What follows belongs to an exercise in optimizing a design on an open flow for small area and a short achievable clock period; a production flow would make more cautious choices. Only simulation tests tie the RTL to the original design; equivalence was not proved. No activity file was given, so power comes from the tool's default toggle rates.

`design/flow/run.sh`:
```
#!/bin/bash
# synth_recipe.tcl (not shown) runs the flow's synth.tcl, then flattens the netlist and writes it again
# the make line also repeats each setting of config.mk as NAME=value (left out here)
make -C /OpenROAD-flow-scripts/flow DESIGN_CONFIG=/design/flow/config.mk WORK_HOME=/design/flow/orfs CLKGATE_MAP_FILE= SYNTH_SCRIPT=/design/flow/synth_recipe.tcl finish
```
`design/flow/config.mk`:
```
export PLATFORM = sky130hd
export DESIGN_NAME = rdma_sched_rx_buf
export DESIGN_NICKNAME = rdma_sched_rx_buf
export VERILOG_FILES = /design/flow/design.v
export SDC_FILE = /design/flow/constraint.sdc
export NUM_CORES = 4
export LEC_CHECK = 0
export CAP_MARGIN = 20
export CORE_MARGIN = 2
export CORE_UTILIZATION = 40
export SLEW_MARGIN = 20
export SYNTH_MEMORY_MAX_BITS = 8192
```
`design/flow/constraint.sdc`:
```
create_clock -name core_clock -period 5.0 [get_ports {clk}]
set_input_delay 1.0000 -clock core_clock [delete_from_list [all_inputs] [get_ports {clk}]]
set_output_delay 1.0000 -clock core_clock [all_outputs]
set_load 0.01 [all_outputs]
```
`design/flow/design.v`:
```
module rdma_sched_rx_buf #(
    parameter int unsigned DATA_W = 64,
    parameter int unsigned DEPTH  = 64,
    parameter int unsigned CNT_W  = 16
) (
    input  logic                     clk,
    input  logic                     rst_n,
    input  logic                     rx_valid,
    input  logic [DATA_W-1:0]        rx_data,
    input  logic                     rx_last,
    output logic                     tx_valid,
    input  logic                     tx_ready,
    output logic [DATA_W-1:0]        tx_data,
    output logic                     tx_last,
    output logic [$clog2(DEPTH):0]   pkt_cnt,
    output logic [CNT_W-1:0]         drop_cnt,
    output logic                     drop_pulse
);
    localparam int unsigned AW = $clog2(DEPTH);
    localparam int unsigned PW = AW + 1;
    typedef enum logic {
        ACCEPT,
        DROP
    } state_e;
    state_e          state_q, state_d;
    logic [PW-1:0]   wr_ptr_q, wr_ptr_d;
    logic [PW-1:0]   wr_commit_q, wr_commit_d;
    logic [PW-1:0]   rd_ptr_q, rd_ptr_d;
    logic [PW-1:0]   pkt_cnt_q, pkt_cnt_d;
    logic [CNT_W-1:0] drop_cnt_q, drop_cnt_d;
    logic            drop_pulse_q, drop_pulse_d;
    logic [DATA_W:0] mem_q [DEPTH];
    logic [DATA_W:0] head;
    logic            full;
    logic            wr_en;
    logic            pkt_inc;
    logic            pkt_dec;
    logic            rd_fire;
    assign full     = (wr_ptr_q - rd_ptr_q) == PW'(DEPTH);
    assign head     = mem_q[rd_ptr_q[AW-1:0]];
    assign tx_valid = rd_ptr_q != wr_commit_q;
    assign tx_data  = head[DATA_W-1:0];
    assign tx_last  = head[DATA_W];
    assign rd_fire  = tx_valid && tx_ready;
    assign pkt_dec  = rd_fire && tx_last;
    assign pkt_cnt    = pkt_cnt_q;
    assign drop_cnt   = drop_cnt_q;
    assign drop_pulse = drop_pulse_q;
    always_comb begin
        state_d      = state_q;
        wr_ptr_d     = wr_ptr_q;
        wr_commit_d  = wr_commit_q;
        drop_cnt_d   = drop_cnt_q;
        drop_pulse_d = 1'b0;
        wr_en        = 1'b0;
        pkt_inc      = 1'b0;
        if (rx_valid) begin
            unique case (state_q)
                ACCEPT: begin
                    if (!full) begin
                        wr_en    = 1'b1;
                        wr_ptr_d = wr_ptr_q + PW'(1);
                        if (rx_last) begin
                            wr_commit_d = wr_ptr_q + PW'(1);
                            pkt_inc     = 1'b1;
                        end
                    end else begin
                        wr_ptr_d     = wr_commit_q;
                        drop_pulse_d = 1'b1;
                        if (drop_cnt_q != {CNT_W{1'b1}}) begin
                            drop_cnt_d = drop_cnt_q + CNT_W'(1);
                        end
                        if (!rx_last) begin
                            state_d = DROP;
                        end
                    end
                end
                DROP: begin
                    if (rx_last) begin
                        state_d = ACCEPT;
                    end
                end
            endcase
        end
    end
    always_comb begin
        rd_ptr_d = rd_ptr_q;
        if (rd_fire) begin
            rd_ptr_d = rd_ptr_q + PW'(1);
        end
        pkt_cnt_d = pkt_cnt_q;
        unique case ({pkt_inc, pkt_dec})
            2'b10:   pkt_cnt_d = pkt_cnt_q + PW'(1);
            2'b01:   pkt_cnt_d = pkt_cnt_q - PW'(1);
            default: pkt_cnt_d = pkt_cnt_q;
        endcase
    end
    always_ff @(posedge clk or negedge rst_n) begin
        if (!rst_n) begin
            state_q      <= ACCEPT;
            wr_ptr_q     <= '0;
            wr_commit_q  <= '0;
            rd_ptr_q     <= '0;
            pkt_cnt_q    <= '0;
            drop_cnt_q   <= '0;
            drop_pulse_q <= 1'b0;
        end else begin
            state_q      <= state_d;
            wr_ptr_q     <= wr_ptr_d;
            wr_commit_q  <= wr_commit_d;
            rd_ptr_q     <= rd_ptr_d;
            pkt_cnt_q    <= pkt_cnt_d;
            drop_cnt_q   <= drop_cnt_d;
            drop_pulse_q <= drop_pulse_d;
        end
    end
    always_ff @(posedge clk) begin
        if (wr_en) begin
            mem_q[wr_ptr_q[AW-1:0]] <= {rx_last, rx_data};
        end
    end
endmodule
```
==> impl_metrics.py <==
metrics = {
    "global_routing": {
        "grt_pass1_wl_mm": 669,
        "grt.total_usage": 0.236,
        "grt_start_max_net_pins": 79,
        "grt_pass1_vias": 81622,
        "grt_overflow": 0,
        "antenna_found_initial": 55,
    },
    "logic_synthesis": {
        "synth_ff_type": "edfxtp_1",
        "ys_types": 62,
        "ys_ff_latch": 4206,
        "synth-compound-area-share": 0.0351,
        "synth_cells": 7010,
        "netlist_area_um2": 159000,
        "synth_edf_count": 4160,
        "synth_top_family_by_area": "multiplexers",
        "synthArstFlopShare": 0.0109,
        "yosysWarnings": 1,
        "muxShareOfSynthArea": 0.148,
        "yosys.area_share.simple": 0.0117,
        "syn-num-nets": 7095,
        "syn_area_per_cell_um2": 22.8,
        "synth-seq-area-share": 0.790,
        "yosys.area_share.adder": 0.00130,
        "synthXorXnorAreaFrac": 0.00214,
    },
    "cts": {
        "clock_latency_ns": 0.98,
        "clk_pin_slew_ns": 0.06,
        "cts_buffers": 417,
        "postCtsHoldBufs": 0,
        "cts.path.max_buffers": 4,
        "ctsHtreeMaxLevel": 5,
        "numClockSinks": 4206,
        "cts_tree": "done",
        "root_buffer": "clkbuf_16",
    },
    "route": {
        "vias_per_cell": 6.18,
        "wl_mm": 487,
        "dr.pass1.iters": 5,
        "wire_per_inst_um": 36.5,
        "drt_iter0_drc": 12763,
        "route.detailed.drc": 0,
        "wl_met3_mm": 52.6,
        "wl_met2_mm": 229,
        "wl_met1_mm": 190,
        "num_vias": 82427,
        "antenna_left": 0,
        "topRoutingLayerUsed": "met5",
    },
    "sta": {
        "finalCritPeriodShare": 0.993,
        "finalSetupTns_ns": 0,
        "max_freq_mhz": 201,
        "worst_pin_slew_ns": 1.14,
        "final-hold-violation-count": 0,
        "min_period_ns": 4.97,
        "relSlewSlack": 0.237,
        "finClkSkew_ns": 0.0481,
        "grt_setup_unrepaired": "yes",
        "holdWs_ns": 0.113,
        "worst_slack_ns": 0.0345,
        "setup-violations-final": 0,
        "drv_slew": 0,
    },
    "pwr": {
        "p_per_area_nw_per_um2": 569,
        "power_leakage_nw": 59.0,
        "ir_drop_mv": 0.422,
    },
    "layout": {
        "syn_to_final_growth_pct": 18.0,
        "multi_input_area_um2": 33000,
        "fillers": 31984,
        "drive_gt1_frac": 0.306,
        "final_area_um2": 188000,
        "regArea_um2": 126000,
        "final_nets": 7847,
    },
    "min_path": {
        "hold_class": "primary input to async pin",
    },
    "placement": {
        "post-place-ws_ns": 0.316,
        "dp.final_hpwl_mm": 250,
        "placed_area_um2": 171000,
        "io_buffers": 158,
        "gp_congestion": 0.806,
    },
    "run_status": {
        "outcome": "timing/DRC/antenna clean",
    },
    "die": {
        "rows": 231,
        "die-area_um2": 404000,
        "die_h_um": 635,
        "core_um2": 397000,
        "fp.dieW_um": 635,
        "initial_core_util": 0.402,
        "io_pins": 159,
    },
    "setup_path": {
        "rr_startpoint": "rd_ptr_q[0]",
        "r2r_slack_ns": 0.46,
        "crit_path_max_fanout": 7,
        "crit_type": "flip-flop to output pin",
        "r2r_end": "pkt_cnt_q[5]",
        "end_kind": "output pin",
        "crit_required_ns": 4.00,
        "rr_worst_depth": 16,
        "worst_ep_arrival_time_ns": 3.97,
        "cp-start-kind": "flip-flop",
    },
    "job": {
        "maxCapViolCount": 0,
    },
}
[worst max-delay path, cell delays in order, from the launching register on]
cell and delay, ns:
dfrtp_4 0.44, buf_12 0.16, bufbuf_16 0.32, buf_4 0.16, mux4_2 0.48, and2_0 0.17
a2111oi_1 0.41, a41o_1 0.23, o22ai_1 0.12, buf_4 0.18, dlygate4sd2_1 0.29
[where the power goes]
part           leakage (nW)  switching, mW  total, mW  internal (mW)
registers              38.0          0.448       40.6           40.2
logic                  14.6           20.2       35.9           15.7
clock network          6.41           13.3       30.6           17.3
total                  59.0           34.0        107           73.1
[worst max path at each step]
stage,from,endpoint,slack (ns),cells after the start
finish,rd_ptr_q[0],tx_last,0.03,10
floorplan,rd_ptr_q[2],mem_q[12][0],-0.21,11
CTS,rd_ptr_q[0],tx_data[43],-0.17,10
detailed placement,rd_ptr_q[0],tx_data[42],0.32,9
global placement,rd_ptr_q[0],tx_data[42],0.31,9
global route,rd_ptr_q[0],tx_data[31],-0.07,8
[area by class of cell]
type	instances	area share
antenna	12	0.000160
clock buffer	509	0.0580
clock inverter	242	0.0116
inverter	15	0.000326
multi-input combinational	2400	0.175
sequential	4206	0.670
tap	5242	0.0348
timing repair buffer	722	0.0502
[flip-flops by register name (all words and copies together), names as in the netlist]
name          flops
mem_q          4160
drop_cnt_q       16
pkt_cnt_q         7
rd_ptr_q          7
wr_commit_q       7
wr_ptr_q          7
drop_pulse_q      1
state_q           1
[Yosys cell counts (all sizes together) (11+ instances only)]
library cell,number,area share
mux2i,82,0.0051
a21oi,199,0.0062
nor2,93,0.0022
a211oi,19,0.00089
ha,15,0.0012
a22oi,367,0.017
a31oi,17,0.00067
nand4,14,0.00055
o21ai,96,0.0030
clkbuf,200,0.0047
nor2b,20,0.00078
xnor2,18,0.00099
nand2,181,0.0043
nand3,49,0.0016
buf,189,0.0065
o22ai,35,0.0014
inv,13,0.00031
mux4,1005,0.14
xor2,21,0.0012
a221oi,58,0.0032
edfxtp,4160,0.78
dfrtp,46,0.0072
nor3,11,0.00035
[routing by layer]
layer / vias up / GRT usage
met4: 40 / 0.0711
met1: 44784 / 0.333
met5: - / 0
met3: 845 / 0.0493
met2: 5112 / 0.373
li1: 31646 / -
[cells by family after synthesis]
logic type	count (synthesis)
compound gates	836
mux	1097
simple gates	412
fa+ha+maj	16
xor+xnor	39
flops	4206
buf+inv	404
[metrics by stage]
| stage | cells | power, mW | util |
|---|---|---|---|
| final | 13348 | 107 | 0.475 |
| after global routing | 13340 | 110 | 0.475 |
| after CTS | 13288 | 107 | 0.472 |
| after detailed placement | 12418 | 73.4 | 0.432 |
| after global placement | 12417 | 73.3 | 0.432 |
| after floorplan | 7010 | 59.8 | - |
[layout by cell type (no fill, tap or decap), types with 21 or more instances in the layout]
master	count
clkinv_1	98
a221oi_1	39
nor2_4	73
nand3_1	35
o22ai_1	35
xor2_1	21
mux4_2	1005
o21ai_1	52
a22oi_2	33
clkinv_2	76
buf_16	55
buf_6	24
a22oi_1	334
dlygate4sd2_1	32
a21oi_1	179
mux2i_1	78
dfrtp_1	41
bufinv_16	34
clkbuf_1	83
clkdlybuf4s50_1	31
clkbuf_16	425
o21ai_0	32
buf_2	40
nand2_1	146
buf_12	173
buf_4	314
edfxtp_1	4160
nand2_2	32
[what timing repair did]
item,4_1_cts,5_1_grt
setup endpoints to repair,65,44
pin swaps,40,28
setup buffers,87,42
endpoints found under the hold margin,0,0
gates resized for setup,309,93
gates cloned,33,3

-- separate check: timing with driven ports --
In the flow no input, the clock included, has a driving cell. The finished layout below was timed again as built, in two steps.
Step 1 sets driving cells, clkbuf_16 on the clock port and buf_2 on the other inputs (assumed; they add their load-dependent delay and slew).
Step 2 moves the port delays by t, midway between the first and last clock arrival at a register: inputs arrive t later, outputs are due t later. That takes back most of the time a late clock gives input paths.
Three values: no drivers, after step 1, after step 2; two values: the first two.
t, ns: 1.073
setup WS [ns]: 0.034 / -0.071 / 0.461
worst setup path after step 2: register to register
pins driven straight from the clock port: 1
After both steps this run still meets setup and hold. The setup slack of this run moves by -0.105 ns with the drivers and by +0.427 ns with both steps.
